From an optimization exercise on the open Yosys and OpenROAD flow, aimed at small area and a short achievable clock period; shortcuts taken in it are not production practice. No run shown here included a check of the RTL's function; only the layout flow was run.

## flow/design.v (module list and top-level ports; edited modules follow where they fit)
// module sprite_addr_gen: 2387 lines
module sprite_addr_gen #(
  parameter  int N_SPRITES = 4,
  parameter  int COORD_W   = 10,
  parameter  int ADDR_W    = 20,
  parameter  int FRAME_W   = 4,
  parameter  int ANIM_DIV  = 8,
  localparam int ID_W      = (N_SPRITES > 1) ? $clog2(N_SPRITES) : 1
) (
  input  logic                           frame_Clk,
  input  logic                           Reset,
  input  logic [COORD_W-1:0]             DrawX,
  input  logic [COORD_W-1:0]             DrawY,
  input  logic                           vsync_tick,
  input  logic [N_SPRITES-1:0]           anim_enable,
  input  logic [N_SPRITES-1:0]           anim_restart,
  input  logic [N_SPRITES-1:0]           sprite_flip,
  input  logic [N_SPRITES*COORD_W-1:0]   sprite_X,
  input  logic [N_SPRITES*COORD_W-1:0]   sprite_Y,
  input  logic [N_SPRITES*COORD_W-1:0]   sprite_W,
  input  logic [N_SPRITES*COORD_W-1:0]   sprite_H,
  input  logic [N_SPRITES*ADDR_W-1:0]    base_addr,
  input  logic [N_SPRITES*FRAME_W-1:0]   frame_count,
  output logic                           sprite_on,
  output logic [ID_W-1:0]                sprite_id,
  output logic [ADDR_W-1:0]              spriteAddress,
  output logic [N_SPRITES*FRAME_W-1:0]   frame_idx
);
  // ...
==> flow/flow/run.sh <==
#!/bin/bash
# Standard ORFS layout (the standard.sh, standard synthesis unchanged), except that the
# port buffers that placement inserts on every input and output use sky130_fd_sc_hd__buf_1
# instead of the tool's default pick (clkdlybuf4s50_1, a slow delay cell).
# Each make step's full output goes to its own log in this folder; ORFS's per-step logs stay
# under orfs/logs/.
set -euo pipefail
bash standard.sh synth > synth.log 2>&1
bash standard.sh BUFFER_PORTS_ARGS="-buffer_cell sky130_fd_sc_hd__buf_1" finish > layout.log 2>&1
==> flow/standard.sh <==
#!/bin/bash
# synth_recipe.tcl (not shown) runs the flow's synth.tcl, then flattens the netlist and writes it again
# the make line also repeats each setting of config.mk as NAME=value (left out here)
make -C /OpenROAD-flow-scripts/flow DESIGN_CONFIG=/design/flow/config.mk WORK_HOME=/design/flow/orfs CLKGATE_MAP_FILE= SYNTH_SCRIPT=/design/flow/synth_recipe.tcl "${@:-finish}"
==> flow/config.mk <==
export PLATFORM = sky130hd
export DESIGN_NAME = sprite_addr_gen
export DESIGN_NICKNAME = sprite_addr_gen
export VERILOG_FILES = /design/flow/design.v
export SDC_FILE = /design/flow/constraint.sdc
export NUM_CORES = 4
export LEC_CHECK = 0
export CAP_MARGIN = 20
export CORE_MARGIN = 2
export CORE_UTILIZATION = 40
export SLEW_MARGIN = 20
==> flow/constraint.sdc <==
create_clock -name core_clock -period 12.0 [get_ports {frame_Clk}]
set_input_delay 2.4000 -clock core_clock [delete_from_list [all_inputs] [get_ports {frame_Clk}]]
set_output_delay 2.4000 -clock core_clock [all_outputs]
set_load 0.01 [all_outputs]
==> summary.txt, run 1 <==
STA
  – Setup WS post-layout: -487 ps
  – Final setup viols: 4
  – Slew margin rel.: 34.3%

Floorplanning
  – # rows: 69
  – Floorplan core area: ~35000 um^2

Flow run
  – Max Cap Viol: 0

Placed design
  – GPL Wtd Cong: ~1.0
  – Dpl ws: -1010 ps

Final layout
  – Post-route cell area: 20000 um^2
  – Layout cell share with drive strength beyond 1: between 20% and 30%
  – Most common cell after layout, fill and taps aside: buf_4

Outcome
  – Status: failed layout checks
  – Layout check failures: negative setup slack

Setup path
  – Crit Reg-Reg Endpoint: spriteAddress[19]
  – Most common cell on crit path: fa_1
  – Crit path from: DrawX[2]
  – Critical path buffers and inverters: 10
  – CP arrival: 12690 ps
  – Critical Path Stages: 41

Global routing
  – Grt met3 use: 5.33%
  – Initial antenna violation count: 0
  – Final global-route overflow total: 0
  – Top Usage Layer GRT: met2

Yosys
  – Synth warn: 1
  – Avg Cell Area, Syn: 7.99 um^2
  – Fraction of registers with async set/reset: 0%
  – Post-synth top flop: dfxtp_1
  – Most instantiated cells after synthesis: inv_1 (219), fa_1 (197), a21oi_1 (157), nand2_1 (144), nor2_1 (85)

CTS
  – Worst-path clk slew: 70 ps
  – H-tree depth: 2
  – CTS Buffer Depth: 2

Routing
  – Detail Route Antenna Nets: 0

Worst hold path
  – Min-Delay Endpoint: spriteAddress[9]
==> run 2, diff against run 1 <==
--- a/flow/design.v
+++ b/flow/design.v
@@ -1213,305 +1213,305 @@
   wire n1152 = n1150 | n1151;
   wire n1153 = n216 & base_addr[19];
   wire n1154 = n869 & base_addr[39];
   wire n1155 = n1153 | n1154;
   wire n1156 = n873 & base_addr[59];
   wire n1157 = n1155 | n1156;
   wire n1158 = n879 & base_addr[79];
   wire n1159 = n1157 | n1158;
-  wire n1160 = n216 & frame_q[0];
-  wire n1161 = n869 & frame_q[4];
+  wire n1160 = n216 & sprite_flip[0];
+  wire n1161 = n869 & sprite_flip[1];
   wire n1162 = n1160 | n1161;
-  wire n1163 = n873 & frame_q[8];
+  wire n1163 = n873 & sprite_flip[2];
   wire n1164 = n1162 | n1163;
-  wire n1165 = n879 & frame_q[12];
+  wire n1165 = n879 & sprite_flip[3];
   wire n1166 = n1164 | n1165;
-  wire n1167 = n216 & frame_q[1];
-  wire n1168 = n869 & frame_q[5];
+  wire n1167 = n216 & frame_q[0];
+  wire n1168 = n869 & frame_q[4];
   wire n1169 = n1167 | n1168;
-  wire n1170 = n873 & frame_q[9];
+  wire n1170 = n873 & frame_q[8];
   wire n1171 = n1169 | n1170;
-  wire n1172 = n879 & frame_q[13];
+  wire n1172 = n879 & frame_q[12];
   wire n1173 = n1171 | n1172;
-  wire n1174 = n216 & frame_q[2];
-  wire n1175 = n869 & frame_q[6];
+  wire n1174 = n216 & frame_q[1];
+  wire n1175 = n869 & frame_q[5];
   wire n1176 = n1174 | n1175;
-  wire n1177 = n873 & frame_q[10];
+  wire n1177 = n873 & frame_q[9];
   wire n1178 = n1176 | n1177;
-  wire n1179 = n879 & frame_q[14];
+  wire n1179 = n879 & frame_q[13];
   wire n1180 = n1178 | n1179;
-  wire n1181 = n216 & frame_q[3];
-  wire n1182 = n869 & frame_q[7];
+  wire n1181 = n216 & frame_q[2];
+  wire n1182 = n869 & frame_q[6];
   wire n1183 = n1181 | n1182;
-  wire n1184 = n873 & frame_q[11];
+  wire n1184 = n873 & frame_q[10];
   wire n1185 = n1183 | n1184;
-  wire n1186 = n879 & frame_q[15];
+  wire n1186 = n879 & frame_q[14];
   wire n1187 = n1185 | n1186;
-  wire n1188 = n216 & sprite_flip[0];
-  wire n1189 = n869 & sprite_flip[1];
+  wire n1188 = n216 & frame_q[3];
+  wire n1189 = n869 & frame_q[7];
   wire n1190 = n1188 | n1189;
-  wire n1191 = n873 & sprite_flip[2];
+  wire n1191 = n873 & frame_q[11];
   wire n1192 = n1190 | n1191;
-  wire n1193 = n879 & sprite_flip[3];
+  wire n1193 = n879 & frame_q[15];
   wire n1194 = n1192 | n1193;
-  wire n1195 = n1166 & n956;
-  wire n1196 = n1166 & n963;
-  wire n1197 = n1166 & n970;
-  wire n1198 = n1166 & n977;
-  wire n1199 = n1166 & n984;
-  wire n1200 = n1166 & n991;
-  wire n1201 = n1166 & n998;
-  wire n1202 = n1166 & n1005;
-  wire n1203 = n1166 & n1012;
-  wire n1204 = n1166 & n1019;
-  wire n1205 = n1173 & n956;
-  wire n1206 = n1173 & n963;
-  wire n1207 = n1173 & n970;
-  wire n1208 = n1173 & n977;
-  wire n1209 = n1173 & n984;
-  wire n1210 = n1173 & n991;
-  wire n1211 = n1173 & n998;
-  wire n1212 = n1173 & n1005;
-  wire n1213 = n1173 & n1012;
-  wire n1214 = n1173 & n1019;
-  wire n1215 = n1180 & n956;
-  wire n1216 = n1180 & n963;
-  wire n1217 = n1180 & n970;
-  wire n1218 = n1180 & n977;
-  wire n1219 = n1180 & n984;
-  wire n1220 = n1180 & n991;
-  wire n1221 = n1180 & n998;
-  wire n1222 = n1180 & n1005;
-  wire n1223 = n1180 & n1012;
-  wire n1224 = n1180 & n1019;
-  wire n1225 = n1187 & n956;
-  wire n1226 = n1187 & n963;
-  wire n1227 = n1187 & n970;
-  wire n1228 = n1187 & n977;
-  wire n1229 = n1187 & n984;
-  wire n1230 = n1187 & n991;
-  wire n1231 = n1187 & n998;
-  wire n1232 = n1187 & n1005;
-  wire n1233 = n1187 & n1012;
-  wire n1234 = n1187 & n1019;
-  wire n1235 = n216 & sprite_X[0];
-  wire n1236 = n869 & sprite_X[10];
+  wire n1195 = n1173 & n956;
+  wire n1196 = n1173 & n963;
+  wire n1197 = n1173 & n970;
+  wire n1198 = n1173 & n977;
+  wire n1199 = n1173 & n984;
+  wire n1200 = n1173 & n991;
+  wire n1201 = n1173 & n998;
+  wire n1202 = n1173 & n1005;
+  wire n1203 = n1173 & n1012;
+  wire n1204 = n1173 & n1019;
+  wire n1205 = n1180 & n956;
+  wire n1206 = n1180 & n963;
+  wire n1207 = n1180 & n970;
+  wire n1208 = n1180 & n977;
+  wire n1209 = n1180 & n984;
+  wire n1210 = n1180 & n991;
+  wire n1211 = n1180 & n998;
+  wire n1212 = n1180 & n1005;
+  wire n1213 = n1180 & n1012;
+  wire n1214 = n1180 & n1019;
+  wire n1215 = n1187 & n956;
+  wire n1216 = n1187 & n963;
+  wire n1217 = n1187 & n970;
+  wire n1218 = n1187 & n977;
+  wire n1219 = n1187 & n984;
+  wire n1220 = n1187 & n991;
+  wire n1221 = n1187 & n998;
+  wire n1222 = n1187 & n1005;
+  wire n1223 = n1187 & n1012;
+  wire n1224 = n1187 & n1019;
+  wire n1225 = n1194 & n956;
+  wire n1226 = n1194 & n963;
+  wire n1227 = n1194 & n970;
+  wire n1228 = n1194 & n977;
+  wire n1229 = n1194 & n984;
+  wire n1230 = n1194 & n991;
+  wire n1231 = n1194 & n998;
+  wire n1232 = n1194 & n1005;
+  wire n1233 = n1194 & n1012;
+  wire n1234 = n1194 & n1019;
+  wire n1235 = n216 & sprite_Y[0];
+  wire n1236 = n869 & sprite_Y[10];
   wire n1237 = n1235 | n1236;
-  wire n1238 = n873 & sprite_X[20];
+  wire n1238 = n873 & sprite_Y[20];
   wire n1239 = n1237 | n1238;
-  wire n1240 = n879 & sprite_X[30];
+  wire n1240 = n879 & sprite_Y[30];
   wire n1241 = n1239 | n1240;
-  wire n1242 = n216 & sprite_X[1];
-  wire n1243 = n869 & sprite_X[11];
+  wire n1242 = n216 & sprite_Y[1];
+  wire n1243 = n869 & sprite_Y[11];
   wire n1244 = n1242 | n1243;
-  wire n1245 = n873 & sprite_X[21];
+  wire n1245 = n873 & sprite_Y[21];
   wire n1246 = n1244 | n1245;
-  wire n1247 = n879 & sprite_X[31];
+  wire n1247 = n879 & sprite_Y[31];
   wire n1248 = n1246 | n1247;
-  wire n1249 = n216 & sprite_X[2];
-  wire n1250 = n869 & sprite_X[12];
+  wire n1249 = n216 & sprite_Y[2];
+  wire n1250 = n869 & sprite_Y[12];
   wire n1251 = n1249 | n1250;
-  wire n1252 = n873 & sprite_X[22];
+  wire n1252 = n873 & sprite_Y[22];
   wire n1253 = n1251 | n1252;
-  wire n1254 = n879 & sprite_X[32];
+  wire n1254 = n879 & sprite_Y[32];
   wire n1255 = n1253 | n1254;
-  wire n1256 = n216 & sprite_X[3];
-  wire n1257 = n869 & sprite_X[13];
+  wire n1256 = n216 & sprite_Y[3];
+  wire n1257 = n869 & sprite_Y[13];
   wire n1258 = n1256 | n1257;
-  wire n1259 = n873 & sprite_X[23];
+  wire n1259 = n873 & sprite_Y[23];
   wire n1260 = n1258 | n1259;
-  wire n1261 = n879 & sprite_X[33];
+  wire n1261 = n879 & sprite_Y[33];
   wire n1262 = n1260 | n1261;
-  wire n1263 = n216 & sprite_X[4];
-  wire n1264 = n869 & sprite_X[14];
+  wire n1263 = n216 & sprite_Y[4];
+  wire n1264 = n869 & sprite_Y[14];
   wire n1265 = n1263 | n1264;
-  wire n1266 = n873 & sprite_X[24];
+  wire n1266 = n873 & sprite_Y[24];
   wire n1267 = n1265 | n1266;
-  wire n1268 = n879 & sprite_X[34];
+  wire n1268 = n879 & sprite_Y[34];
   wire n1269 = n1267 | n1268;
-  wire n1270 = n216 & sprite_X[5];
-  wire n1271 = n869 & sprite_X[15];
+  wire n1270 = n216 & sprite_Y[5];
+  wire n1271 = n869 & sprite_Y[15];
   wire n1272 = n1270 | n1271;
-  wire n1273 = n873 & sprite_X[25];
+  wire n1273 = n873 & sprite_Y[25];
   wire n1274 = n1272 | n1273;
-  wire n1275 = n879 & sprite_X[35];
+  wire n1275 = n879 & sprite_Y[35];
   wire n1276 = n1274 | n1275;
-  wire n1277 = n216 & sprite_X[6];
-  wire n1278 = n869 & sprite_X[16];
+  wire n1277 = n216 & sprite_Y[6];
+  wire n1278 = n869 & sprite_Y[16];
   wire n1279 = n1277 | n1278;
-  wire n1280 = n873 & sprite_X[26];
+  wire n1280 = n873 & sprite_Y[26];
   wire n1281 = n1279 | n1280;
-  wire n1282 = n879 & sprite_X[36];
+  wire n1282 = n879 & sprite_Y[36];
   wire n1283 = n1281 | n1282;
-  wire n1284 = n216 & sprite_X[7];
-  wire n1285 = n869 & sprite_X[17];
+  wire n1284 = n216 & sprite_Y[7];
+  wire n1285 = n869 & sprite_Y[17];
   wire n1286 = n1284 | n1285;
-  wire n1287 = n873 & sprite_X[27];
+  wire n1287 = n873 & sprite_Y[27];
   wire n1288 = n1286 | n1287;
-  wire n1289 = n879 & sprite_X[37];
+  wire n1289 = n879 & sprite_Y[37];
   wire n1290 = n1288 | n1289;
-  wire n1291 = n216 & sprite_X[8];
-  wire n1292 = n869 & sprite_X[18];
+  wire n1291 = n216 & sprite_Y[8];
+  wire n1292 = n869 & sprite_Y[18];
   wire n1293 = n1291 | n1292;
-  wire n1294 = n873 & sprite_X[28];
+  wire n1294 = n873 & sprite_Y[28];
   wire n1295 = n1293 | n1294;
-  wire n1296 = n879 & sprite_X[38];
+  wire n1296 = n879 & sprite_Y[38];
   wire n1297 = n1295 | n1296;
-  wire n1298 = n216 & sprite_X[9];
-  wire n1299 = n869 & sprite_X[19];
+  wire n1298 = n216 & sprite_Y[9];
+  wire n1299 = n869 & sprite_Y[19];
   wire n1300 = n1298 | n1299;
-  wire n1301 = n873 & sprite_X[29];
+  wire n1301 = n873 & sprite_Y[29];
   wire n1302 = n1300 | n1301;
-  wire n1303 = n879 & sprite_X[39];
+  wire n1303 = n879 & sprite_Y[39];
   wire n1304 = n1302 | n1303;
-  wire n1305 = n216 & sprite_Y[0];
-  wire n1306 = n869 & sprite_Y[10];
-  wire n1307 = n1305 | n1306;
-  wire n1308 = n873 & sprite_Y[20];
-  wire n1309 = n1307 | n1308;
-  wire n1310 = n879 & sprite_Y[30];
-  wire n1311 = n1309 | n1310;
-  wire n1312 = n216 & sprite_Y[1];
-  wire n1313 = n869 & sprite_Y[11];
-  wire n1314 = n1312 | n1313;
-  wire n1315 = n873 & sprite_Y[21];
-  wire n1316 = n1314 | n1315;
-  wire n1317 = n879 & sprite_Y[31];
-  wire n1318 = n1316 | n1317;
-  wire n1319 = n216 & sprite_Y[2];
-  wire n1320 = n869 & sprite_Y[12];
+  wire n1305 = ~n1241;
+  wire n1306 = ~n1248;
+  wire n1307 = ~n1255;
+  wire n1308 = ~n1262;
+  wire n1309 = ~n1269;
+  wire n1310 = ~n1276;
+  wire n1311 = ~n1283;
+  wire n1312 = ~n1290;
+  wire n1313 = ~n1297;
+  wire n1314 = ~n1304;
+  wire n1315 = n216 & sprite_X[0];
+  wire n1316 = n869 & sprite_X[10];
+  wire n1317 = n1315 | n1316;
+  wire n1318 = n873 & sprite_X[20];
+  wire n1319 = n1317 | n1318;
+  wire n1320 = n879 & sprite_X[30];
   wire n1321 = n1319 | n1320;
-  wire n1322 = n873 & sprite_Y[22];
-  wire n1323 = n1321 | n1322;
-  wire n1324 = n879 & sprite_Y[32];
-  wire n1325 = n1323 | n1324;
-  wire n1326 = n216 & sprite_Y[3];
-  wire n1327 = n869 & sprite_Y[13];
+  wire n1322 = n216 & sprite_X[1];
+  wire n1323 = n869 & sprite_X[11];
+  wire n1324 = n1322 | n1323;
+  wire n1325 = n873 & sprite_X[21];
+  wire n1326 = n1324 | n1325;
+  wire n1327 = n879 & sprite_X[31];
   wire n1328 = n1326 | n1327;
-  wire n1329 = n873 & sprite_Y[23];
-  wire n1330 = n1328 | n1329;
-  wire n1331 = n879 & sprite_Y[33];
-  wire n1332 = n1330 | n1331;
-  wire n1333 = n216 & sprite_Y[4];
-  wire n1334 = n869 & sprite_Y[14];
+  wire n1329 = n216 & sprite_X[2];
+  wire n1330 = n869 & sprite_X[12];
+  wire n1331 = n1329 | n1330;
+  wire n1332 = n873 & sprite_X[22];
+  wire n1333 = n1331 | n1332;
+  wire n1334 = n879 & sprite_X[32];
   wire n1335 = n1333 | n1334;
-  wire n1336 = n873 & sprite_Y[24];
-  wire n1337 = n1335 | n1336;
-  wire n1338 = n879 & sprite_Y[34];
-  wire n1339 = n1337 | n1338;
-  wire n1340 = n216 & sprite_Y[5];
-  wire n1341 = n869 & sprite_Y[15];
+  wire n1336 = n216 & sprite_X[3];
+  wire n1337 = n869 & sprite_X[13];
+  wire n1338 = n1336 | n1337;
+  wire n1339 = n873 & sprite_X[23];
+  wire n1340 = n1338 | n1339;
+  wire n1341 = n879 & sprite_X[33];
   wire n1342 = n1340 | n1341;
-  wire n1343 = n873 & sprite_Y[25];
-  wire n1344 = n1342 | n1343;
-  wire n1345 = n879 & sprite_Y[35];
-  wire n1346 = n1344 | n1345;
-  wire n1347 = n216 & sprite_Y[6];
-  wire n1348 = n869 & sprite_Y[16];
+  wire n1343 = n216 & sprite_X[4];
+  wire n1344 = n869 & sprite_X[14];
+  wire n1345 = n1343 | n1344;
+  wire n1346 = n873 & sprite_X[24];
+  wire n1347 = n1345 | n1346;
+  wire n1348 = n879 & sprite_X[34];
   wire n1349 = n1347 | n1348;
-  wire n1350 = n873 & sprite_Y[26];
-  wire n1351 = n1349 | n1350;
-  wire n1352 = n879 & sprite_Y[36];
-  wire n1353 = n1351 | n1352;
-  wire n1354 = n216 & sprite_Y[7];
-  wire n1355 = n869 & sprite_Y[17];
+  wire n1350 = n216 & sprite_X[5];
+  wire n1351 = n869 & sprite_X[15];
+  wire n1352 = n1350 | n1351;
+  wire n1353 = n873 & sprite_X[25];
+  wire n1354 = n1352 | n1353;
+  wire n1355 = n879 & sprite_X[35];
   wire n1356 = n1354 | n1355;
-  wire n1357 = n873 & sprite_Y[27];
-  wire n1358 = n1356 | n1357;
-  wire n1359 = n879 & sprite_Y[37];
-  wire n1360 = n1358 | n1359;
-  wire n1361 = n216 & sprite_Y[8];
-  wire n1362 = n869 & sprite_Y[18];
+  wire n1357 = n216 & sprite_X[6];
+  wire n1358 = n869 & sprite_X[16];
+  wire n1359 = n1357 | n1358;
+  wire n1360 = n873 & sprite_X[26];
+  wire n1361 = n1359 | n1360;
+  wire n1362 = n879 & sprite_X[36];
   wire n1363 = n1361 | n1362;
-  wire n1364 = n873 & sprite_Y[28];
-  wire n1365 = n1363 | n1364;
-  wire n1366 = n879 & sprite_Y[38];
-  wire n1367 = n1365 | n1366;
-  wire n1368 = n216 & sprite_Y[9];
-  wire n1369 = n869 & sprite_Y[19];
+  wire n1364 = n216 & sprite_X[7];
+  wire n1365 = n869 & sprite_X[17];
+  wire n1366 = n1364 | n1365;
+  wire n1367 = n873 & sprite_X[27];
+  wire n1368 = n1366 | n1367;
+  wire n1369 = n879 & sprite_X[37];
   wire n1370 = n1368 | n1369;
-  wire n1371 = n873 & sprite_Y[29];
-  wire n1372 = n1370 | n1371;
-  wire n1373 = n879 & sprite_Y[39];
-  wire n1374 = n1372 | n1373;
-  wire n1375 = ~n1311;
-  wire n1376 = ~n1318;
-  wire n1377 = ~n1325;
-  wire n1378 = ~n1332;
-  wire n1379 = ~n1339;
-  wire n1380 = ~n1346;
-  wire n1381 = ~n1353;
-  wire n1382 = ~n1360;
-  wire n1383 = ~n1367;
-  wire n1384 = ~n1374;
-  wire n1385 = ~(DrawY[0] ^ n1194);
-  wire n1386 = DrawY[0] | n1194;
-  wire n1387 = n1375 ^ n1195 ^ n1385;
-  wire n1388 = (n1375 & n1195) | (n1375 & n1385) | (n1195 & n1385);
-  wire n1389 = DrawY[1] ^ n1376 ^ n1196;
-  wire n1390 = (DrawY[1] & n1376) | (DrawY[1] & n1196) | (n1376 & n1196);
+  wire n1371 = n216 & sprite_X[8];
+  wire n1372 = n869 & sprite_X[18];
+  wire n1373 = n1371 | n1372;
+  wire n1374 = n873 & sprite_X[28];
+  wire n1375 = n1373 | n1374;
+  wire n1376 = n879 & sprite_X[38];
+  wire n1377 = n1375 | n1376;
+  wire n1378 = n216 & sprite_X[9];
+  wire n1379 = n869 & sprite_X[19];
+  wire n1380 = n1378 | n1379;
+  wire n1381 = n873 & sprite_X[29];
+  wire n1382 = n1380 | n1381;
+  wire n1383 = n879 & sprite_X[39];
+  wire n1384 = n1382 | n1383;
+  wire n1385 = ~(DrawY[0] ^ n1166);
+  wire n1386 = DrawY[0] | n1166;
+  wire n1387 = n1305 ^ n1195 ^ n1385;
+  wire n1388 = (n1305 & n1195) | (n1305 & n1385) | (n1195 & n1385);
+  wire n1389 = DrawY[1] ^ n1306 ^ n1196;
+  wire n1390 = (DrawY[1] & n1306) | (DrawY[1] & n1196) | (n1306 & n1196);
   wire n1391 = n1205 ^ n1386 ^ n1388;
   wire n1392 = (n1205 & n1386) | (n1205 & n1388) | (n1386 & n1388);
-  wire n1393 = DrawY[2] ^ n1377 ^ n1197;
-  wire n1394 = (DrawY[2] & n1377) | (DrawY[2] & n1197) | (n1377 & n1197);
+  wire n1393 = DrawY[2] ^ n1307 ^ n1197;
+  wire n1394 = (DrawY[2] & n1307) | (DrawY[2] & n1197) | (n1307 & n1197);
   wire n1395 = n1206 ^ n1215 ^ n1390;
   wire n1396 = (n1206 & n1215) | (n1206 & n1390) | (n1215 & n1390);
   wire n1397 = n1393 ^ n1392 ^ n1395;
   wire n1398 = (n1393 & n1392) | (n1393 & n1395) | (n1392 & n1395);
-  wire n1399 = DrawY[3] ^ n1378 ^ n1198;
-  wire n1400 = (DrawY[3] & n1378) | (DrawY[3] & n1198) | (n1378 & n1198);
+  wire n1399 = DrawY[3] ^ n1308 ^ n1198;
+  wire n1400 = (DrawY[3] & n1308) | (DrawY[3] & n1198) | (n1308 & n1198);
   wire n1401 = n1207 ^ n1216 ^ n1225;
   wire n1402 = (n1207 & n1216) | (n1207 & n1225) | (n1216 & n1225);
   wire n1403 = n1394 ^ n1399 ^ n1401;
   wire n1404 = (n1394 & n1399) | (n1394 & n1401) | (n1399 & n1401);
   wire n1405 = n1396 ^ n1403 ^ n1398;
   wire n1406 = (n1396 & n1403) | (n1396 & n1398) | (n1403 & n1398);
-  wire n1407 = DrawY[4] ^ n1379 ^ n1199;
-  wire n1408 = (DrawY[4] & n1379) | (DrawY[4] & n1199) | (n1379 & n1199);
+  wire n1407 = DrawY[4] ^ n1309 ^ n1199;
+  wire n1408 = (DrawY[4] & n1309) | (DrawY[4] & n1199) | (n1309 & n1199);
   wire n1409 = n1208 ^ n1217 ^ n1226;
   wire n1410 = (n1208 & n1217) | (n1208 & n1226) | (n1217 & n1226);
   wire n1411 = n1400 ^ n1402 ^ n1407;
   wire n1412 = (n1400 & n1402) | (n1400 & n1407) | (n1402 & n1407);
   wire n1413 = n1409 ^ n1404 ^ n1411;
   wire n1414 = (n1409 & n1404) | (n1409 & n1411) | (n1404 & n1411);
-  wire n1415 = DrawY[5] ^ n1380 ^ n1200;
-  wire n1416 = (DrawY[5] & n1380) | (DrawY[5] & n1200) | (n1380 & n1200);
+  wire n1415 = DrawY[5] ^ n1310 ^ n1200;
+  wire n1416 = (DrawY[5] & n1310) | (DrawY[5] & n1200) | (n1310 & n1200);
   wire n1417 = n1209 ^ n1218 ^ n1227;
   wire n1418 = (n1209 & n1218) | (n1209 & n1227) | (n1218 & n1227);
   wire n1419 = n1408 ^ n1410 ^ n1415;
   wire n1420 = (n1408 & n1410) | (n1408 & n1415) | (n1410 & n1415);
   wire n1421 = n1417 ^ n1412 ^ n1419;
   wire n1422 = (n1417 & n1412) | (n1417 & n1419) | (n1412 & n1419);
-  wire n1423 = DrawY[6] ^ n1381 ^ n1201;
-  wire n1424 = (DrawY[6] & n1381) | (DrawY[6] & n1201) | (n1381 & n1201);
+  wire n1423 = DrawY[6] ^ n1311 ^ n1201;
+  wire n1424 = (DrawY[6] & n1311) | (DrawY[6] & n1201) | (n1311 & n1201);
   wire n1425 = n1210 ^ n1219 ^ n1228;
   wire n1426 = (n1210 & n1219) | (n1210 & n1228) | (n1219 & n1228);
   wire n1427 = n1416 ^ n1418 ^ n1423;
   wire n1428 = (n1416 & n1418) | (n1416 & n1423) | (n1418 & n1423);
   wire n1429 = n1425 ^ n1420 ^ n1427;
   wire n1430 = (n1425 & n1420) | (n1425 & n1427) | (n1420 & n1427);
-  wire n1431 = DrawY[7] ^ n1382 ^ n1202;
-  wire n1432 = (DrawY[7] & n1382) | (DrawY[7] & n1202) | (n1382 & n1202);
+  wire n1431 = DrawY[7] ^ n1312 ^ n1202;
+  wire n1432 = (DrawY[7] & n1312) | (DrawY[7] & n1202) | (n1312 & n1202);
   wire n1433 = n1211 ^ n1220 ^ n1229;
   wire n1434 = (n1211 & n1220) | (n1211 & n1229) | (n1220 & n1229);
   wire n1435 = n1424 ^ n1426 ^ n1431;
   wire n1436 = (n1424 & n1426) | (n1424 & n1431) | (n1426 & n1431);
   wire n1437 = n1433 ^ n1428 ^ n1435;
   wire n1438 = (n1433 & n1428) | (n1433 & n1435) | (n1428 & n1435);
-  wire n1439 = DrawY[8] ^ n1383 ^ n1203;
-  wire n1440 = (DrawY[8] & n1383) | (DrawY[8] & n1203) | (n1383 & n1203);
+  wire n1439 = DrawY[8] ^ n1313 ^ n1203;
+  wire n1440 = (DrawY[8] & n1313) | (DrawY[8] & n1203) | (n1313 & n1203);
   wire n1441 = n1212 ^ n1221 ^ n1230;
   wire n1442 = (n1212 & n1221) | (n1212 & n1230) | (n1221 & n1230);
   wire n1443 = n1432 ^ n1434 ^ n1439;
   wire n1444 = (n1432 & n1434) | (n1432 & n1439) | (n1434 & n1439);
   wire n1445 = n1441 ^ n1436 ^ n1443;
   wire n1446 = (n1441 & n1436) | (n1441 & n1443) | (n1436 & n1443);
-  wire n1447 = DrawY[9] ^ n1384 ^ n1204;
-  wire n1448 = (DrawY[9] & n1384) | (DrawY[9] & n1204) | (n1384 & n1204);
+  wire n1447 = DrawY[9] ^ n1314 ^ n1204;
+  wire n1448 = (DrawY[9] & n1314) | (DrawY[9] & n1204) | (n1314 & n1204);
   wire n1449 = n1213 ^ n1222 ^ n1231;
   wire n1450 = (n1213 & n1222) | (n1213 & n1231) | (n1222 & n1231);
   wire n1451 = n1440 ^ n1442 ^ n1447;
   wire n1452 = (n1440 & n1442) | (n1440 & n1447) | (n1442 & n1447);
   wire n1453 = n1449 ^ n1444 ^ n1451;
   wire n1454 = (n1449 & n1444) | (n1449 & n1451) | (n1444 & n1451);
   wire n1455 = ~(n1214 ^ n1223);
   wire n1456 = n1214 | n1223;
@@ -1588,107 +1588,107 @@
   wire n1527 = n1480 ^ n1510;
   wire n1528 = n1481 ^ n1511;
   wire n1529 = n1482 ^ n1512;
   wire n1530 = n1483 ^ n1517;
   wire n1531 = n1484 ^ n1518;
   wire n1532 = n1485 ^ n1519;
   wire n1533 = n1486 ^ n1520;
   wire n1534 = n1487 ^ n1521;
-  wire n1535 = n1194 & n1241;
-  wire n1536 = ~n1194;
+  wire n1535 = n1166 & n1321;
+  wire n1536 = ~n1166;
   wire n1537 = n1536 & DrawX[0];
   wire n1538 = n1535 | n1537;
-  wire n1539 = n1194 & DrawX[0];
-  wire n1540 = ~n1194;
-  wire n1541 = n1540 & n1241;
+  wire n1539 = n1166 & DrawX[0];
+  wire n1540 = ~n1166;
+  wire n1541 = n1540 & n1321;
   wire n1542 = n1539 | n1541;
   wire n1543 = ~n1542;
-  wire n1544 = n1194 & n1248;
-  wire n1545 = ~n1194;
+  wire n1544 = n1166 & n1328;
+  wire n1545 = ~n1166;
   wire n1546 = n1545 & DrawX[1];
   wire n1547 = n1544 | n1546;
-  wire n1548 = n1194 & DrawX[1];
-  wire n1549 = ~n1194;
-  wire n1550 = n1549 & n1248;
+  wire n1548 = n1166 & DrawX[1];
+  wire n1549 = ~n1166;
+  wire n1550 = n1549 & n1328;
   wire n1551 = n1548 | n1550;
   wire n1552 = ~n1551;
-  wire n1553 = n1194 & n1255;
-  wire n1554 = ~n1194;
+  wire n1553 = n1166 & n1335;
+  wire n1554 = ~n1166;
   wire n1555 = n1554 & DrawX[2];
   wire n1556 = n1553 | n1555;
-  wire n1557 = n1194 & DrawX[2];
-  wire n1558 = ~n1194;
-  wire n1559 = n1558 & n1255;
+  wire n1557 = n1166 & DrawX[2];
+  wire n1558 = ~n1166;
+  wire n1559 = n1558 & n1335;
   wire n1560 = n1557 | n1559;
   wire n1561 = ~n1560;
-  wire n1562 = n1194 & n1262;
-  wire n1563 = ~n1194;
+  wire n1562 = n1166 & n1342;
+  wire n1563 = ~n1166;
   wire n1564 = n1563 & DrawX[3];
   wire n1565 = n1562 | n1564;
-  wire n1566 = n1194 & DrawX[3];
-  wire n1567 = ~n1194;
-  wire n1568 = n1567 & n1262;
+  wire n1566 = n1166 & DrawX[3];
+  wire n1567 = ~n1166;
+  wire n1568 = n1567 & n1342;
   wire n1569 = n1566 | n1568;
   wire n1570 = ~n1569;
-  wire n1571 = n1194 & n1269;
-  wire n1572 = ~n1194;
+  wire n1571 = n1166 & n1349;
+  wire n1572 = ~n1166;
   wire n1573 = n1572 & DrawX[4];
   wire n1574 = n1571 | n1573;
-  wire n1575 = n1194 & DrawX[4];
-  wire n1576 = ~n1194;
-  wire n1577 = n1576 & n1269;
+  wire n1575 = n1166 & DrawX[4];
+  wire n1576 = ~n1166;
+  wire n1577 = n1576 & n1349;
   wire n1578 = n1575 | n1577;
   wire n1579 = ~n1578;
-  wire n1580 = n1194 & n1276;
-  wire n1581 = ~n1194;
+  wire n1580 = n1166 & n1356;
+  wire n1581 = ~n1166;
   wire n1582 = n1581 & DrawX[5];
   wire n1583 = n1580 | n1582;
-  wire n1584 = n1194 & DrawX[5];
-  wire n1585 = ~n1194;
-  wire n1586 = n1585 & n1276;
+  wire n1584 = n1166 & DrawX[5];
+  wire n1585 = ~n1166;
+  wire n1586 = n1585 & n1356;
   wire n1587 = n1584 | n1586;
   wire n1588 = ~n1587;
-  wire n1589 = n1194 & n1283;
-  wire n1590 = ~n1194;
+  wire n1589 = n1166 & n1363;
+  wire n1590 = ~n1166;
   wire n1591 = n1590 & DrawX[6];
   wire n1592 = n1589 | n1591;
-  wire n1593 = n1194 & DrawX[6];
-  wire n1594 = ~n1194;
-  wire n1595 = n1594 & n1283;
+  wire n1593 = n1166 & DrawX[6];
+  wire n1594 = ~n1166;
+  wire n1595 = n1594 & n1363;
   wire n1596 = n1593 | n1595;
   wire n1597 = ~n1596;
-  wire n1598 = n1194 & n1290;
-  wire n1599 = ~n1194;
+  wire n1598 = n1166 & n1370;
+  wire n1599 = ~n1166;
   wire n1600 = n1599 & DrawX[7];
   wire n1601 = n1598 | n1600;
-  wire n1602 = n1194 & DrawX[7];
-  wire n1603 = ~n1194;
-  wire n1604 = n1603 & n1290;
+  wire n1602 = n1166 & DrawX[7];
+  wire n1603 = ~n1166;
+  wire n1604 = n1603 & n1370;
   wire n1605 = n1602 | n1604;
   wire n1606 = ~n1605;
-  wire n1607 = n1194 & n1297;
-  wire n1608 = ~n1194;
+  wire n1607 = n1166 & n1377;
+  wire n1608 = ~n1166;
   wire n1609 = n1608 & DrawX[8];
   wire n1610 = n1607 | n1609;
-  wire n1611 = n1194 & DrawX[8];
-  wire n1612 = ~n1194;
-  wire n1613 = n1612 & n1297;
+  wire n1611 = n1166 & DrawX[8];
+  wire n1612 = ~n1166;
+  wire n1613 = n1612 & n1377;
   wire n1614 = n1611 | n1613;
   wire n1615 = ~n1614;
-  wire n1616 = n1194 & n1304;
-  wire n1617 = ~n1194;
+  wire n1616 = n1166 & n1384;
+  wire n1617 = ~n1166;
   wire n1618 = n1617 & DrawX[9];
   wire n1619 = n1616 | n1618;
-  wire n1620 = n1194 & DrawX[9];
-  wire n1621 = ~n1194;
-  wire n1622 = n1621 & n1304;
+  wire n1620 = n1166 & DrawX[9];
+  wire n1621 = ~n1166;
+  wire n1622 = n1621 & n1384;
   wire n1623 = n1620 | n1622;
   wire n1624 = ~n1623;
-  wire n1625 = ~n1194;
+  wire n1625 = ~n1166;
   wire n1626 = ~n886;
   wire n1627 = n893 & n1626;
   wire n1628 = ~n893;
   wire n1629 = n886 & n1387;
   wire n1630 = n1629 ^ n893;
   wire n1631 = n886 & n1477;
   wire n1632 = n1627 & n1387;
   wire n1633 = n1631 | n1632;
@@ -2226,157 +2226,101 @@
   wire n2165 = n2025 ^ n2036;
   wire n2166 = n2037 ^ n2048;
   wire n2167 = n2049 ^ n2060;
   wire n2168 = n2061 ^ n2072;
   wire n2169 = n2073 ^ n2084;
   wire n2170 = n2109 ^ n2118;
   wire n2171 = n2129 ^ n2136;
   wire n2172 = n2139 | (n2156 & n2138);
-  wire n2173 = n2140 | (n2157 & n2139);
-  wire n2174 = n2157 & n2156;
-  wire n2175 = n2141 | (n2158 & n2140);
-  wire n2176 = n2158 & n2157;
-  wire n2177 = n2142 | (n2159 & n2141);
-  wire n2178 = n2159 & n2158;
-  wire n2179 = n2143 | (n2160 & n2142);
-  wire n2180 = n2160 & n2159;
-  wire n2181 = n2144 | (n2161 & n2143);
-  wire n2182 = n2161 & n2160;
-  wire n2183 = n2145 | (n2162 & n2144);
-  wire n2184 = n2162 & n2161;
-  wire n2185 = n2146 | (n2163 & n2145);
-  wire n2186 = n2163 & n2162;
-  wire n2187 = n2147 | (n2164 & n2146);
-  wire n2188 = n2164 & n2163;
-  wire n2189 = n2148 | (n2165 & n2147);
-  wire n2190 = n2165 & n2164;
-  wire n2191 = n2149 | (n2166 & n2148);
-  wire n2192 = n2166 & n2165;
-  wire n2193 = n2150 | (n2167 & n2149);
-  wire n2194 = n2167 & n2166;
-  wire n2195 = n2151 | (n2168 & n2150);
-  wire n2196 = n2168 & n2167;
-  wire n2197 = n2152 | (n2169 & n2151);
-  wire n2198 = n2169 & n2168;
-  wire n2199 = n2096 & n2152;
-  wire n2200 = n2096 & n2169;
-  wire n2201 = n2108 & n2096;
-  wire n2202 = n2170 & n2108;
+  wire n2173 = n2141 | (n2158 & n2140);
+  wire n2174 = n2158 & n2157;
+  wire n2175 = n2143 | (n2160 & n2142);
+  wire n2176 = n2160 & n2159;
+  wire n2177 = n2145 | (n2162 & n2144);
+  wire n2178 = n2162 & n2161;
+  wire n2179 = n2147 | (n2164 & n2146);
+  wire n2180 = n2164 & n2163;
+  wire n2181 = n2149 | (n2166 & n2148);
+  wire n2182 = n2166 & n2165;
+  wire n2183 = n2151 | (n2168 & n2150);
+  wire n2184 = n2168 & n2167;
+  wire n2185 = n2096 & n2152;
+  wire n2186 = n2096 & n2169;
+  wire n2187 = n2170 & n2108;
+  wire n2188 = n2171 & n2128;
+  wire n2189 = n2140 | (n2157 & n2172);
+  wire n2190 = n2173 | (n2174 & n2172);
+  wire n2191 = n2144 | (n2161 & n2175);
+  wire n2192 = n2161 & n2176;
+  wire n2193 = n2177 | (n2178 & n2175);
+  wire n2194 = n2178 & n2176;
+  wire n2195 = n2148 | (n2165 & n2179);
+  wire n2196 = n2165 & n2180;
+  wire n2197 = n2181 | (n2182 & n2179);
+  wire n2198 = n2182 & n2180;
+  wire n2199 = n2152 | (n2169 & n2183);
+  wire n2200 = n2169 & n2184;
+  wire n2201 = n2185 | (n2186 & n2183);
+  wire n2202 = n2186 & n2184;
   wire n2203 = n2128 & n2153;
-  wire n2204 = n2128 & n2170;
-  wire n2205 = n2171 & n2128;
-  wire n2206 = n2173 | (n2174 & n2138);
-  wire n2207 = n2175 | (n2176 & n2172);
-  wire n2208 = n2177 | (n2178 & n2173);
-  wire n2209 = n2178 & n2174;
-  wire n2210 = n2179 | (n2180 & n2175);
-  wire n2211 = n2180 & n2176;
-  wire n2212 = n2181 | (n2182 & n2177);
-  wire n2213 = n2182 & n2178;
-  wire n2214 = n2183 | (n2184 & n2179);
-  wire n2215 = n2184 & n2180;
-  wire n2216 = n2185 | (n2186 & n2181);
-  wire n2217 = n2186 & n2182;
-  wire n2218 = n2187 | (n2188 & n2183);
-  wire n2219 = n2188 & n2184;
-  wire n2220 = n2189 | (n2190 & n2185);
-  wire n2221 = n2190 & n2186;
-  wire n2222 = n2191 | (n2192 & n2187);
-  wire n2223 = n2192 & n2188;
-  wire n2224 = n2193 | (n2194 & n2189);
-  wire n2225 = n2194 & n2190;
-  wire n2226 = n2195 | (n2196 & n2191);
-  wire n2227 = n2196 & n2192;
-  wire n2228 = n2197 | (n2198 & n2193);
-  wire n2229 = n2198 & n2194;
-  wire n2230 = n2199 | (n2200 & n2195);
-  wire n2231 = n2200 & n2196;
-  wire n2232 = n2201 & n2197;
-  wire n2233 = n2201 & n2198;
-  wire n2234 = n2153 | (n2202 & n2199);
-  wire n2235 = n2202 & n2200;
-  wire n2236 = n2204 & n2201;
-  wire n2237 = n2154 | (n2205 & n2153);
-  wire n2238 = n2205 & n2202;
-  wire n2239 = n2208 | (n2209 & n2138);
-  wire n2240 = n2210 | (n2211 & n2172);
-  wire n2241 = n2212 | (n2213 & n2206);
-  wire n2242 = n2214 | (n2215 & n2207);
-  wire n2243 = n2216 | (n2217 & n2208);
-  wire n2244 = n2217 & n2209;
-  wire n2245 = n2218 | (n2219 & n2210);
-  wire n2246 = n2219 & n2211;
-  wire n2247 = n2220 | (n2221 & n2212);
-  wire n2248 = n2221 & n2213;
-  wire n2249 = n2222 | (n2223 & n2214);
-  wire n2250 = n2223 & n2215;
-  wire n2251 = n2224 | (n2225 & n2216);
-  wire n2252 = n2225 & n2217;
-  wire n2253 = n2226 | (n2227 & n2218);
-  wire n2254 = n2227 & n2219;
-  wire n2255 = n2228 | (n2229 & n2220);
-  wire n2256 = n2229 & n2221;
-  wire n2257 = n2230 | (n2231 & n2222);
-  wire n2258 = n2231 & n2223;
-  wire n2259 = n2232 | (n2233 & n2224);
-  wire n2260 = n2233 & n2225;
-  wire n2261 = n2234 | (n2235 & n2226);
-  wire n2262 = n2235 & n2227;
-  wire n2263 = n2203 | (n2236 & n2228);
-  wire n2264 = n2236 & n2229;
-  wire n2265 = n2237 | (n2238 & n2230);
-  wire n2266 = n2238 & n2231;
-  wire n2267 = n2243 | (n2244 & n2138);
-  wire n2268 = n2245 | (n2246 & n2172);
-  wire n2269 = n2247 | (n2248 & n2206);
-  wire n2270 = n2249 | (n2250 & n2207);
-  wire n2271 = n2251 | (n2252 & n2239);
-  wire n2272 = n2253 | (n2254 & n2240);
-  wire n2273 = n2255 | (n2256 & n2241);
-  wire n2274 = n2257 | (n2258 & n2242);
-  wire n2275 = n2259 | (n2260 & n2243);
-  wire n2276 = n2260 & n2244;
-  wire n2277 = n2261 | (n2262 & n2245);
-  wire n2278 = n2262 & n2246;
-  wire n2279 = n2263 | (n2264 & n2247);
-  wire n2280 = n2264 & n2248;
-  wire n2281 = n2265 | (n2266 & n2249);
-  wire n2282 = n2266 & n2250;
-  wire n2283 = n2275 | (n2276 & n2138);
-  wire n2284 = n2277 | (n2278 & n2172);
-  wire n2285 = n2279 | (n2280 & n2206);
-  wire n2286 = n2281 | (n2282 & n2207);
-  wire n2287 = n2156 ^ n2138;
-  wire n2288 = n2157 ^ n2172;
-  wire n2289 = n2158 ^ n2206;
-  wire n2290 = n2159 ^ n2207;
-  wire n2291 = n2160 ^ n2239;
-  wire n2292 = n2161 ^ n2240;
-  wire n2293 = n2162 ^ n2241;
-  wire n2294 = n2163 ^ n2242;
-  wire n2295 = n2164 ^ n2267;
-  wire n2296 = n2165 ^ n2268;
-  wire n2297 = n2166 ^ n2269;
-  wire n2298 = n2167 ^ n2270;
-  wire n2299 = n2168 ^ n2271;
-  wire n2300 = n2169 ^ n2272;
-  wire n2301 = n2096 ^ n2273;
-  wire n2302 = n2108 ^ n2274;
-  wire n2303 = n2170 ^ n2283;
-  wire n2304 = n2128 ^ n2284;
-  wire n2305 = n2171 ^ n2285;
-  wire n2306 = n216 | n433;
-  wire n2307 = n650 | n867;
-  wire n2308 = n2306 | n2307;
-  wire n2309 = n869 | n879;
-  wire n2310 = n873 | n879;
-  assign any_hit = n2308;
-  assign win_id  = {n2310, n2309};
-  assign win_addr = {n2305, n2304, n2303, n2302, n2301, n2300, n2299, n2298, n2297, n2296, n2295, n2294, n2293, n2292, n2291, n2290, n2289, n2288, n2287, n2155};
+  wire n2204 = n2128 & n2187;
+  wire n2205 = n2154 | (n2188 & n2153);
+  wire n2206 = n2188 & n2187;
+  wire n2207 = n2142 | (n2159 & n2190);
+  wire n2208 = n2175 | (n2176 & n2190);
+  wire n2209 = n2191 | (n2192 & n2190);
+  wire n2210 = n2193 | (n2194 & n2190);
+  wire n2211 = n2150 | (n2167 & n2197);
+  wire n2212 = n2167 & n2198;
+  wire n2213 = n2183 | (n2184 & n2197);
+  wire n2214 = n2184 & n2198;
+  wire n2215 = n2199 | (n2200 & n2197);
+  wire n2216 = n2200 & n2198;
+  wire n2217 = n2201 | (n2202 & n2197);
+  wire n2218 = n2202 & n2198;
+  wire n2219 = n2146 | (n2163 & n2210);
+  wire n2220 = n2179 | (n2180 & n2210);
+  wire n2221 = n2195 | (n2196 & n2210);
+  wire n2222 = n2197 | (n2198 & n2210);
+  wire n2223 = n2211 | (n2212 & n2210);
+  wire n2224 = n2213 | (n2214 & n2210);
+  wire n2225 = n2215 | (n2216 & n2210);
+  wire n2226 = n2217 | (n2218 & n2210);
+  wire n2227 = n2108 & n2226;
+  wire n2228 = n2153 | (n2187 & n2226);
+  wire n2229 = n2203 | (n2204 & n2226);
+  wire n2230 = n2205 | (n2206 & n2226);
+  wire n2231 = n2156 ^ n2138;
+  wire n2232 = n2157 ^ n2172;
+  wire n2233 = n2158 ^ n2189;
+  wire n2234 = n2159 ^ n2190;
+  wire n2235 = n2160 ^ n2207;
+  wire n2236 = n2161 ^ n2208;
+  wire n2237 = n2162 ^ n2209;
+  wire n2238 = n2163 ^ n2210;
+  wire n2239 = n2164 ^ n2219;
+  wire n2240 = n2165 ^ n2220;
+  wire n2241 = n2166 ^ n2221;
+  wire n2242 = n2167 ^ n2222;
+  wire n2243 = n2168 ^ n2223;
+  wire n2244 = n2169 ^ n2224;
+  wire n2245 = n2096 ^ n2225;
+  wire n2246 = n2108 ^ n2226;
+  wire n2247 = n2170 ^ n2227;
+  wire n2248 = n2128 ^ n2228;
+  wire n2249 = n2171 ^ n2229;
+  wire n2250 = n216 | n433;
+  wire n2251 = n650 | n867;
+  wire n2252 = n2250 | n2251;
+  wire n2253 = n869 | n879;
+  wire n2254 = n873 | n879;
+  assign any_hit = n2252;
+  assign win_id  = {n2254, n2253};
+  assign win_addr = {n2249, n2248, n2247, n2246, n2245, n2244, n2243, n2242, n2241, n2240, n2239, n2238, n2237, n2236, n2235, n2234, n2233, n2232, n2231, n2155};
   always_ff @(posedge frame_Clk) begin
     if (Reset) begin
       sprite_on     <= 1'b0;
       sprite_id     <= '0;
       spriteAddress <= '0;
     end else begin
       sprite_on <= any_hit;
       if (any_hit) begin
==> flow/config.mk (replaced) <==
export PLATFORM = sky130hd
export DESIGN_NAME = sprite_addr_gen
export DESIGN_NICKNAME = sprite_addr_gen
export VERILOG_FILES = /design/flow/design.v
export SDC_FILE = /design/flow/constraint.sdc
export NUM_CORES = 4
export LEC_CHECK = 0
export ABC_AREA = 1
export CAP_MARGIN = 20
export CORE_MARGIN = 2
export CORE_UTILIZATION = 40
export SETUP_SLACK_MARGIN = 2
export SLEW_MARGIN = 20
==> summary.txt, run 2 <==
Outcome
  – Status: timing/DRC/antenna clean

Setup path
  – Slowest cell on crit path: fa_1
  – Startpoint Class: input pin
  – CP max FO: 6
  – Crit Reg-Reg Endpoint: spriteAddress[19]
  – Most common cell on crit path: nand2_1
  – Max stage delay on crit path: around 570 ps
  – CP Class: in2reg
  – FF-to-FF path depth: 43
  – Reg-to-Reg Start: frame_q[0]
  – R2r setup slk: 4210 ps
  – WP data required: 12190 ps
  – Worst setup EP type: register
  – CP arrival: 11320 ps (-1370 ps)

CTS
  – CTS buffer count: 5
  – CTS tree: yes
  – CTS Buffer Depth: 2 (unchanged)
  – CTS Sinks: 42
  – Post-CTS Hold Fix Bufs: 0
  – Worst-path clk slew: 60 ps (about the same)
  – CTS Root Cell: clkbuf_16
  – Clk Latency, worst-skew pair: 290 ps
  – H-tree depth: 2 (unchanged)

Final layout
  – Most common cell after layout, fill and taps aside: nand2_1
  – Layout cell share with drive strength beyond 1: 15.3% (-11 points)
  – Number of flip-flops in the largest register: 20
  – Highest-count cells in the layout ignoring fill and taps: nand2_1 (528), inv_1 (341), buf_1 (308), fa_1 (174), nor2_1 (130)
  – Area growth syn-to-layout: 26.6%
  – Top Registers: spriteAddress: 20 flops, frame_q: 16 flops, div_cnt: 3 flops
  – Number of nets in the layout: 3041
  – Filler cells: 3620
  – Biggest register: spriteAddress
  – Post-route cell area: 17800 um^2 (-11%)

Yosys
  – Number of enable flip-flop cells after synthesis: 0
  – Syn_nets: approximately 2600
  – Post-synth cell types: 55
  – Yosys top cell by area: fa_1
  – Synthesized area: 14100 um^2
  – Most instantiated cells after synthesis: nand2_1 (555), inv_1 (364), fa_1 (200), nor2_1 (140), o21ai_0 (113)
  – Register area share after synthesis: ~6%
  – Post-synth top flop: dfxtp_1
  – Fraction of registers with async set/reset: 0% (unchanged)
  – Gate Count Post-Synth: 2078
  – Synth Register Bits: 42
  – Most frequent cell after synthesis: nand2_1
  – Synth warn: 1 (unchanged)
  – Yosys top cell area share: 28.5%
  – Avg Cell Area, Syn: 6.76 um^2 (-15%)
  – Top post-synthesis cells by area: fa_1 (28%), nand2_1 (15%), inv_1 (9.7%), ha_1 (6.1%), dfxtp_1 (6.0%)

Floorplanning
  – # rows: 68 (-1.4%)
  – Die ar.: 36600 um^2
  – Initial Util: between 40% and 50%
  – I/O pin count: between 300 and 400
  – Floorplan core area: 34500 um^2 (-2.2%)
  – Die X: about 190 um
  – Die height: about 190 um

Global routing
  – GRT Total Usage: 31.4%
  – Vias in the first global route: 15800
  – First-pass GRT wire length: 87700 um
  – Final global-route overflow total: 0 (unchanged)
  – Initial antenna violation count: 1 (+1)
  – Pin count of the biggest net entering global routing: 40

Routing
  – DRT Pass-1 Iters: 6
  – Routed WL: ~58000 um
  – Via count: approximately 16000
  – Detail Route Antenna Nets: 0 (unchanged)
  – Initial drt markers: around 860
  – Routed len/inst: 19.6 um
  – Drt drc: 0
  – Number of vias per cell: around 5.3

Placed design
  – DP Area: 16200 um^2
  – Dpl ws: -55.7 ps (+959 ps)
  – Detailed placer's ending HPWL: between 40000 and 50000 um
  – I/O Buffers: approximately 330
  – GPL Wtd Cong: 0.963 (-7.8%)

Worst hold path
  – Hold path depth: 2
  – Min-Delay Endpoint: sprite_id[0]
  – Min-delay src: sprite_id[0]
  – Hold/Removal Path Class: reg2reg

STA
  – Slew margin rel.: 48.7% (+14 points)
  – F_max: 0.0899 GHz
  – Tmin final: 11130 ps
  – Setup WS post-layout: 873 ps (+1360 ps)
  – Final hold viol count: 0
  – RSZ-0062 raised after global routing: true
  – Worst-margin pin slew: 769 ps
  – Hold Slack: between 400 and 500 ps
  – Final setup viols: 0 (-4)
  – Tcrit/Tclk final: 92.7%
  – Final-report max-slew violation count: 0
  – Post-route setup TNS: 0 ps
  – Worst Skew: 3.99 ps

Flow run
  – Max Cap Viol: 0 (unchanged)
==> run 2: cell count changes in the layout (fill, tap and decap cells not counted), moves of 44 or more <==
cell / before / now
buf_4: 420 / 100
a22oi_1: 46 / 2
inv_1: 197 / 341
xor2_1: 15 / 65
nand2_1: 141 / 528
nor2_1: 80 / 130
a21oi_1: 149 / 60
o22ai_1: 17 / 61
o21ai_0: 45 / 100
==> run 2: critical path, delay by kind of cell <==
kind	cells	cell delay, ps
fa+ha+maj	9	4160
simple gates	23	2260
compound gates	9	1530
buf+inv	11	970
==> run 2: repair_timing <==
action / in CTS / in global routing
cloned: 3 / 0
resized for setup: 121 / 117
endpoints found under the setup margin: 12 / 13
pin swaps: 50 / 64
buffers inserted: 39 / 22
==> run 2: metrics by stage <==
step / instances / utilization [%]
floorplan: 2078 / -
global placement: 2866 / 47.0
detailed placement: 2866 / 47.0
CTS: 2916 / 49.9
global route: 2939 / 51.5
finish: 2939 / 51.5
==> run 2: worst max path at each step <==
stage,startpoint,end,slack (ps),cells after the start
detailed placement,DrawX[8],spriteAddress[19],-60,47
floorplan,DrawY[4],spriteAddress[19],1350,51
global route,DrawY[6],spriteAddress[19],500,52
global placement,DrawX[8],spriteAddress[19],20,47
finish,DrawY[4],spriteAddress[19],870,52
CTS,DrawY[3],spriteAddress[19],1010,57
==> run 2: cell families after synthesis <==
logic type / share of synthesized area, %
XOR/XNOR: 4.86
flip-flops: 5.98
adder cells (fa/ha/maj): 34.5
buffers and inverters: 12.2
AND/OR/NAND/NOR: 26.0
multiplexers: 0.169
AO/OA/AOI/OAI: 16.3
==> run 2: metal layers <==
metal / GRT usage (%) / routed length (um) / vias to the layer above
met3: 2.61 / 3410 / 97
met2: 57.2 / 28400 / 623
met4: 10.3 / 2120 / 0
met5: 0 / 0 / -
li1: - / - / 7416
met1: 38.9 / 23700 / 7551
==> run 2: final cells by class <==
cell class | count | area (um^2) | share of cell area [%]
multi-input combinational | 1587 | 12200 | 68.6
clock buffer | 5 | 125 | 0.703
inverter | 393 | 1550 | 8.71
sequential | 42 | 841 | 4.73
tap | 455 | 569 | 3.20
timing repair buffer | 453 | 2480 | 14.0
clock inverter | 3 | 23.8 | 0.134
antenna | 1 | 2.50 | 0.0141
==> run 3, diff against run 2 <==
--- a/flow/config.mk
+++ b/flow/config.mk
@@ -12,2 +12,3 @@
 export SETUP_SLACK_MARGIN = 2
 export SLEW_MARGIN = 20
+export TNS_END_PERCENT = 10
==> summary.txt, run 3 <==
Floorplanning
  – Die height: 191 um (unchanged)
  – Initial Util: 40.7% (unchanged)
  – I/O pin count: 330 (unchanged)
  – # rows: 68 (unchanged)
  – Die ar.: 36600 um^2 (unchanged)
  – Die X: 191 um (unchanged)
  – Floorplan core area: 34500 um^2 (unchanged)

Yosys
  – Number of enable flip-flop cells after synthesis: 0 (unchanged)
  – Syn_nets: 2637 (unchanged)
  – Post-synth top flop: dfxtp_1
  – Synthesized area: 14100 um^2 (unchanged)
  – Post-synth cell types: 55 (unchanged)
  – Yosys top cell area share: 28.5% (unchanged)
  – Yosys top cell by area: fa_1
  – Gate Count Post-Synth: 2078 (unchanged)
  – Most instantiated cells after synthesis: nand2_1 (555), inv_1 (364), fa_1 (200), nor2_1 (140), o21ai_0 (113)
  – Synth warn: 1 (unchanged)
  – Avg Cell Area, Syn: 6.76 um^2 (unchanged)
  – Fraction of registers with async set/reset: 0% (unchanged)
  – Synth Register Bits: 42 (unchanged)
  – Most frequent cell after synthesis: nand2_1
  – Top post-synthesis cells by area: fa_1 (28%), nand2_1 (15%), inv_1 (9.7%), ha_1 (6.1%), dfxtp_1 (6.0%)
  – Register area share after synthesis: 5.98% (unchanged)

Final layout
  – Area growth syn-to-layout: 20.8%
  – Layout cell share with drive strength beyond 1: 9.94% (-5.3 points)
  – Biggest register: spriteAddress
  – Highest-count cells in the layout ignoring fill and taps: nand2_1 (541), inv_1 (356), buf_1 (315), fa_1 (189), nor2_1 (137)
  – Number of nets in the layout: 3003 (-1.2%)
  – Non-filler cells, final: 2902 (-1.3%)
  – Post-route cell area: 17000 um^2 (-4.6%)
  – Most common cell after layout, fill and taps aside: nand2_1
  – Top Registers: spriteAddress: 20 flops, frame_q: 16 flops, div_cnt: 3 flops
  – Final Core Density: 49.1% (-2.4 points)
  – Number of flip-flops in the largest register: 20 (unchanged)

Setup path
  – Startpoint Class: input pin
  – Max stage delay on crit path: 510 ps (-60 ps)
  – R2r setup slk: 4400 ps (+190 ps)
  – CP max FO: 15 (+9)
  – Worst setup EP type: register
  – Slowest cell on crit path: fa_1
  – CP arrival: 11320 ps (about the same)
  – CP Class: in2reg
  – WP data required: 12190 ps (about the same)
  – Most common cell on crit path: fa_1

CTS
  – CTS buffer count: 5 (unchanged)
  – Worst-path clk slew: 60 ps (about the same)
  – H-tree depth: 2 (unchanged)
  – CTS Buffer Depth: 2 (unchanged)
  – Clk Latency, worst-skew pair: 290 ps (about the same)
  – CTS Sinks: 42 (unchanged)
  – CTS Root Cell: clkbuf_16
  – CTS tree: yes

STA
  – Tcrit/Tclk final: 92.7% (about the same)
  – Worst Skew: 5.97 ps (+1.98 ps)
  – Slew margin rel.: 31.2% (-18 points)
  – Final hold viol count: 0 (unchanged)
  – Final-report max-slew violation count: 0 (unchanged)
  – RSZ-0062 raised after global routing: true
  – Tmin final: 11130 ps (-0.274 ps)
  – Worst-margin pin slew: 1030 ps (+264 ps)
  – Post-route setup TNS: 0 ps (unchanged)
  – F_max: 0.0899 GHz (about the same)
  – Final setup viols: 0 (unchanged)

Global routing
  – Initial antenna violation count: 2 (+1)
  – Final global-route overflow total: 0 (unchanged)
  – First-pass GRT wire length: 83800 um (-4.5%)
  – GRT Total Usage: 30.1% (-1.3 points)
  – Pin count of the biggest net entering global routing: 38 (-5.0%)
  – Vias in the first global route: 15200 (-3.7%)

Routing
  – Number of vias per cell: 5.28 (-1.1%)
  – Via count: 15300 (-2.3%)
  – Drt drc: 0 (unchanged)
  – Routed len/inst: 18.8 um (-4.2%)
  – Routed WL: 54600 um (-5.4%)
  – Initial drt markers: 991 (+15%)
  – DRT Pass-1 Iters: 6 (unchanged)
  – Detail Route Antenna Nets: 0 (unchanged)

Placed design
  – GPL Wtd Cong: 0.947 (-1.6%)
  – I/O Buffers: 329 (unchanged)
  – Detailed placer's ending HPWL: 46000 um (-3.6%)
  – Post-Place Cells: 2867 (+0.035%)
  – DP Area: 16200 um^2 (-0.28%)

Worst hold path
  – Hold/Removal Path Class: reg2reg

Outcome
  – Status: timing/DRC/antenna clean

Flow run
  – Max Cap Viol: 0 (unchanged)
## run 3: per-stage QoR
stage,hold WS [ps],setup slack [ps]
CTS,477,913
floorplan,446,1280
finish,479,873
global placement,461,107
global route,504,398
detailed placement,467,-85.4
## run 3: repair_timing
| action | CTS | global route |
|---|---|---|
| pin swaps | 19 | 19 |
| cloned | 4 | 0 |
| hold buffers | 0 | 0 |
| resized for setup | 48 | 55 |
| setup buffers | 14 | 7 |
| setup endpoints to repair | 12 | 13 |
## run 3: logic make-up (layout without fill, tap and decap cells)
kind of cell | count (synthesis) | count (layout) | synth area share (%)
AND/OR/NAND/NOR | 867 | 867 | 26.0
buffers and inverters | 449 | 816 | 12.2
multiplexers | 2 | 2 | 0.169
flip-flops | 42 | 42 | 5.98
adder cells (fa/ha/maj) | 268 | 268 | 34.5
XOR/XNOR | 78 | 78 | 4.86
other | 0 | 2 | 0
AO/OA/AOI/OAI | 372 | 372 | 16.3
## run 3: critical path: cells and delay by family
kind / cells / cell delay, ps
buffers and inverters: 13 / 1300
AO/OA/AOI/OAI: 6 / 1280
AND/OR/NAND/NOR: 16 / 1500
adder cells (fa/ha/maj): 12 / 4820
## run 3: area by class of cell
class,count,area [um^2]
multi-input cells,1587,11800
flip-flops and latches,42,841
diodes,2,5.00
inverters,393,1510
fillers,3635,17600
clock buffers,6,139
clock inverters,2,12.5
well taps,455,569
repair buffers,415,2100
## run 3: metal layers
layer  GRT usage, %  vias to the layer above  part of all wire (%)
met4           12.1                        0                   4.4
met5              0                        -                     0
met1           37.5                     7219                    41
met2           53.4                      646                    48
li1               -                     7346                     -
met3           2.48                      114                   6.5
## run 3: path summary, 6_finish.rpt
path | from | end | cells after the start
max | sprite_Y[3] | spriteAddress[19] | 47
min | div_cnt[2] | div_cnt[2] | 2
max reg2reg | frame_q[0] | spriteAddress[19] | 44
min reg2reg | div_cnt[2] | div_cnt[2] | 2

[separate check: timing with driven ports]
In the flow no input, the clock included, has a driving cell. The finished layouts below were timed again as built, in two steps.
Step 1, drivers: a clkbuf_16 drives frame_Clk and a buf_2 each remaining input, both assumed.
Step 2, shift: input delay + t, output delay - t, t = (earliest + latest rising clock arrival at the registers) / 2. This alone moves slack from input paths to output paths.
Slacks: no drivers / after step 1 / after step 2; pairs: no drivers / after step 1.
| run | shift t [ns] | slack for setup (ns) | worst setup path at the end | clock arrival spread, ns | worst register clock-pin slew, ns |
|---|---|---|---|---|---|
| run 1 | 0.338 | -0.487 / -0.497 / -0.835 | input to register | 0.015 / 0.015 | 0.08 / 0.08 |
| run 2 | 0.328 | 0.873 / 0.851 / 0.523 | input to register | 0.004 / 0.004 | 0.07 / 0.07 |
| run 3 | 0.326 | 0.873 / 0.881 / 0.555 | input to register | 0.006 / 0.006 | 0.06 / 0.06 |
For run 2, which loses most, drivers alone change the setup slack by -0.022 ns; drivers and shift together by -0.350 ns.
